From an optimization exercise on the open Yosys and OpenROAD flow, aimed at small area, a short achievable clock period and few clock cycles per item; shortcuts taken in it are not production practice.
At most, simulation tests tie the RTL to the original design; equivalence was not proved.
Power and IR drop assume default switching activity.

Setup of orange:
## peer_table_replay_filter_top
module peer_table_replay_filter_top #(
   parameter int PEER_SLOTS = ptrf_pkg::PEER_SLOTS_DEFAULT
) (
   input  logic                          clock,
   input  logic                          reset,
   input  logic                          csr_write_enable,
   input  logic                          csr_write_data,
   input  logic                          req_valid,
   output logic                          req_stall,
   input  logic [ptrf_pkg::MODE_W-1:0]   req_mode,
   input  logic [ptrf_pkg::MAC_W-1:0]    req_peer_mac,
   input  logic [ptrf_pkg::MEMBER_W-1:0] req_member_id,
   input  logic [ptrf_pkg::SEQ_W-1:0]    req_sequence_req,
   input  logic                          req_reset_window,
   output logic                          rsp_valid,
   input  logic                          rsp_stall,
   output logic [ptrf_pkg::STATUS_W-1:0] rsp_status,
   output logic                          rsp_found,
   output logic [ptrf_pkg::SLOT_W-1:0]   rsp_slot,
   output logic [ptrf_pkg::MAC_W-1:0]    rsp_found_mac
);
export LEC_CHECK = 0
export CAP_MARGIN = 20
export CORE_MARGIN = 2
export CORE_UTILIZATION = 65
export SETUP_SLACK_MARGIN = 2.4
export SLEW_MARGIN = 20
create_clock -name core_clock -period 5.0 [get_ports {clock}]
run.sh (not shown) runs the stock make flow with config.mk's settings and CLKGATE_MAP_FILE= SYNTH_SCRIPT=/design/flow/synth_recipe.tcl, a recipe that flattens the netlist after the stock synthesis.
orange went all the way through synthesis, placement and routing and the layout is clean on timing, DRC and antenna.
> inputs changed (orange -> purple)
- swapping 65 for 50 in CORE_UTILIZATION
### Flow results
Compared to orange, purple has number of rows in the core area 14% higher.
Worst hold slack after final layout essentially unchanged between orange and purple.
[compare] base=orange new=purple: non-clock buffer total of the final layout lower; via count -about 6%.
Compared with orange, purple improves final critical-path setup slack.
No functional check of the RTL was part of any run of this note.

peer_table_replay_filter_top, a different RTL version from the one above (not shown whole).
Size in the first run: ~3000 cells after synthesis, roughly 1100 flip-flops, roughly 150 I/O pins, ~0.044 mm2 of cells after synthesis.
make LEC_CHECK=0 CAP_MARGIN=20 CORE_MARGIN=2 CORE_UTILIZATION=50 CTS_BUF_LIST=sky130_fd_sc_hd__clkbuf_8 SETUP_SLACK_MARGIN=2.7 SLEW_MARGIN=20 finish   # period 5.0 ns
Testbench counts at the start, summed over its fixed seeds: cycles 6,448, requests 6,400.
Next try:
--- a/flow/config.mk
+++ b/flow/config.mk
@@ -12 +12 @@
-export SETUP_SLACK_MARGIN = 2.7
+export SETUP_SLACK_MARGIN = 2.3
What happened: Sequential share of layout area is higher by 2.1 points. First-iteration DRC count decreases by 4.3%. Fmax goes down by about 5%. Clock-buffer cell count grows by 7. Setup slack degrades by 0.14 ns. Combinational power came out lower by about 10%. Synthesized cell count stays the same. Design area came out lower by about 3.5%. Wire length fell by about 7%. Clock skew went up by 0.013 ns.
Next try:
--- a/flow/config.mk
+++ b/flow/config.mk
@@ -10 +10 @@
-export CORE_UTILIZATION = 50
+export CORE_UTILIZATION = 60
@@ -12 +12 @@
-export SETUP_SLACK_MARGIN = 2.3
+export SETUP_SLACK_MARGIN = 2.5
Effect: The changed run ran to the end with no violations; power falls by 1.3%; final cell count falls by 4.7%; global-route usage rises by 5.5 points; routed wire length falls by 2.9%; worst hold slack stays flat; design area rises by 0.58%; die area falls by 16%; sequential power hardly moves; register-to-register slack loses 0.23 ns; utilization rises by 13 points; synthesized cell count is unchanged.
Next try:
--- a/flow/config.mk
+++ b/flow/config.mk
@@ -10 +10 @@
-export CORE_UTILIZATION = 60
+export CORE_UTILIZATION = 50
@@ -11,0 +12,2 @@
+export CTS_CLUSTER_DIAMETER = 50
+export CTS_CLUSTER_SIZE = 20
Outcome:
- count of clock-buffer cells in the layout drops by 78
- routed wire length climbs by about 2.8%
- die area climbs by about 20%
Next try:
--- a/flow/config.mk
+++ b/flow/config.mk
@@ -11,3 +11 @@
-export CTS_BUF_LIST = sky130_fd_sc_hd__clkbuf_8
-export CTS_CLUSTER_DIAMETER = 50
-export CTS_CLUSTER_SIZE = 20
+export PLACE_DENSITY = 0.75
What happened:
- The changed run completed without violations
- cell count barely changes
- die area stays the same
- register-to-register slack is about the same
- clock-buffer cell count rose by 30
- area after synthesis is unchanged
- utilization climbs by 1.6 points
- worst setup slack is better by 0.011 ns
- design area climbs by a few percent
- clock skew rose by 0.011 ns
Next try:
--- a/flow/config.mk
+++ b/flow/config.mk
@@ -11,2 +11 @@
-export PLACE_DENSITY = 0.75
-export SETUP_SLACK_MARGIN = 2.5
+export SETUP_SLACK_MARGIN = 2.7
What happened: The changed run produced a clean layout. Critical path depth came out lower by 1. First-iteration DRC count falls by 7.1%. Sequential cell count stays the same. Setup slack gets better by 0.012 ns. Power rises by 2.6%. Die area does not change. Cell area came out higher by 1.2%. Sequential share of layout area decreases by 0.67 points.

peer_table_replay_filter_top again, from the RTL that the note above started with.
Settings: LEC_CHECK=0, ABC_AREA=1, CAP_MARGIN=20, CORE_MARGIN=2, CORE_UTILIZATION=50, CTS_BUF_LIST=sky130_fd_sc_hd__clkbuf_8, SETUP_SLACK_MARGIN=2.5, SLEW_MARGIN=20; clock period 5.0 ns.
The starting point passed the timing, design-rule and antenna checks.
Testbench counts at the start, summed over its fixed seeds: cycles 6,448, requests 6,400.
Edit:
ABC_AREA = default   (was 1)
CTS_BUF_LIST = default   (was sky130_fd_sc_hd__clkbuf_8)
SETUP_SLACK_MARGIN = 2.4   (was 2.5)
Area after synthesis decreases by a few percent. Setup slack is better by 0.22 ns. Final cell count shrinks by about a fifth. Flip-flop and latch count stays the same.
Edit:
CTS_BUF_LIST = sky130_fd_sc_hd__clkbuf_8   (was default)
SETUP_SLACK_MARGIN = 2.5   (was 2.4)
Effect:
- The new run passed the timing, design-rule and antenna checks
- synthesized area does not change
- wire length rose by 0.63%
- clock power came out lower by 12%
- register-to-register slack is better by 0.09 ns
- worst setup slack is better by 0.058 ns
- clock skew rose by 0.016 ns
- die area stays the same
- final cell count is higher by 2.3%
- cell area falls by about 1%
Edit:
CTS_BUF_LIST = sky130_fd_sc_hd__clkbuf_4 sky130_fd_sc_hd__clkbuf_8   (was sky130_fd_sc_hd__clkbuf_8)
SETUP_SLACK_MARGIN = 2.4   (was 2.5)
TNS_END_PERCENT = 10   (was default)
=>
- The changed run completed with no timing, DRC or antenna violations
- global-route usage is about the same
- cell count went down by 0.67%
- clock skew is about the same
- total power went up by 2.3%
- clock-buffer cell count went up by 62
- routed wire length went down by 0.97%
- maximum frequency went down by 7.2%
- clock power went up by 6.0%

[re-timing with driven ports]
Ports are ideal in the flow. The routed layouts listed here were re-timed in OpenROAD.
Step 1, drivers: a clkbuf_16 drives clock and a buf_2 each remaining input, both assumed.
Step 2 moves the port delays by t, midway between the first and last clock arrival at a register: inputs arrive t later, outputs are due t later. That takes back most of the time a late clock gives input paths.
Slacks: ideal ports / drivers / drivers and shift; pairs: ideal ports / drivers.
run | t (ns) | slack for setup (ns) | worst hold slack (ns) | clock arrival spread, ns
orange | 0.726 | 1.445 / 1.445 / 1.445 | 0.415 / 0.415 / 0.415 | 0.036 / 0.036
purple | 0.730 | 1.548 / 1.548 / 1.548 | 0.417 / 0.417 / 0.417 | 0.024 / 0.025
the first run of note 2 | 0.933 | 2.283 / 2.241 / 1.678 | 0.374 / 0.374 / 0.374 | 0.030 / 0.030
the second run of note 2 | 0.918 | 2.147 / 2.190 / 1.271 | 0.379 / 0.379 / 0.379 | 0.042 / 0.043
the third run of note 2 | 0.867 | 2.058 / 2.058 / 1.554 | 0.381 / 0.381 / 0.381 | 0.041 / 0.041
the fourth run of note 2 | 0.851 | 2.276 / 2.276 / 1.590 | 0.373 / 0.373 / 0.373 | 0.036 / 0.036
the fifth run of note 2 | 0.740 | 2.286 / 2.286 / 1.655 | 0.372 / 0.372 / 0.372 | 0.047 / 0.047
the sixth run of note 2 | 0.771 | 2.298 / 2.298 / 1.826 | 0.381 / 0.381 / 0.381 | 0.036 / 0.036
the first run of note 3 | 0.963 | 2.041 / 2.041 / 1.482 | 0.367 / 0.367 / 0.367 | 0.051 / 0.051
the second run of note 3 | 0.760 | 2.259 / 2.259 / 1.629 | 0.383 / 0.383 / 0.383 | 0.025 / 0.024
the third run of note 3 | 0.917 | 2.317 / 2.249 / 1.492 | 0.383 / 0.383 / 0.383 | 0.039 / 0.038
the fourth run of note 3 | 0.937 | 2.109 / 2.151 / 1.214 | 0.372 / 0.367 / 0.372 | 0.039 / 0.040
After both steps every run listed still meets setup and hold. For the fourth run of note 3, which loses most, drivers alone change the setup slack by +0.042 ns; drivers and shift together by -0.895 ns.
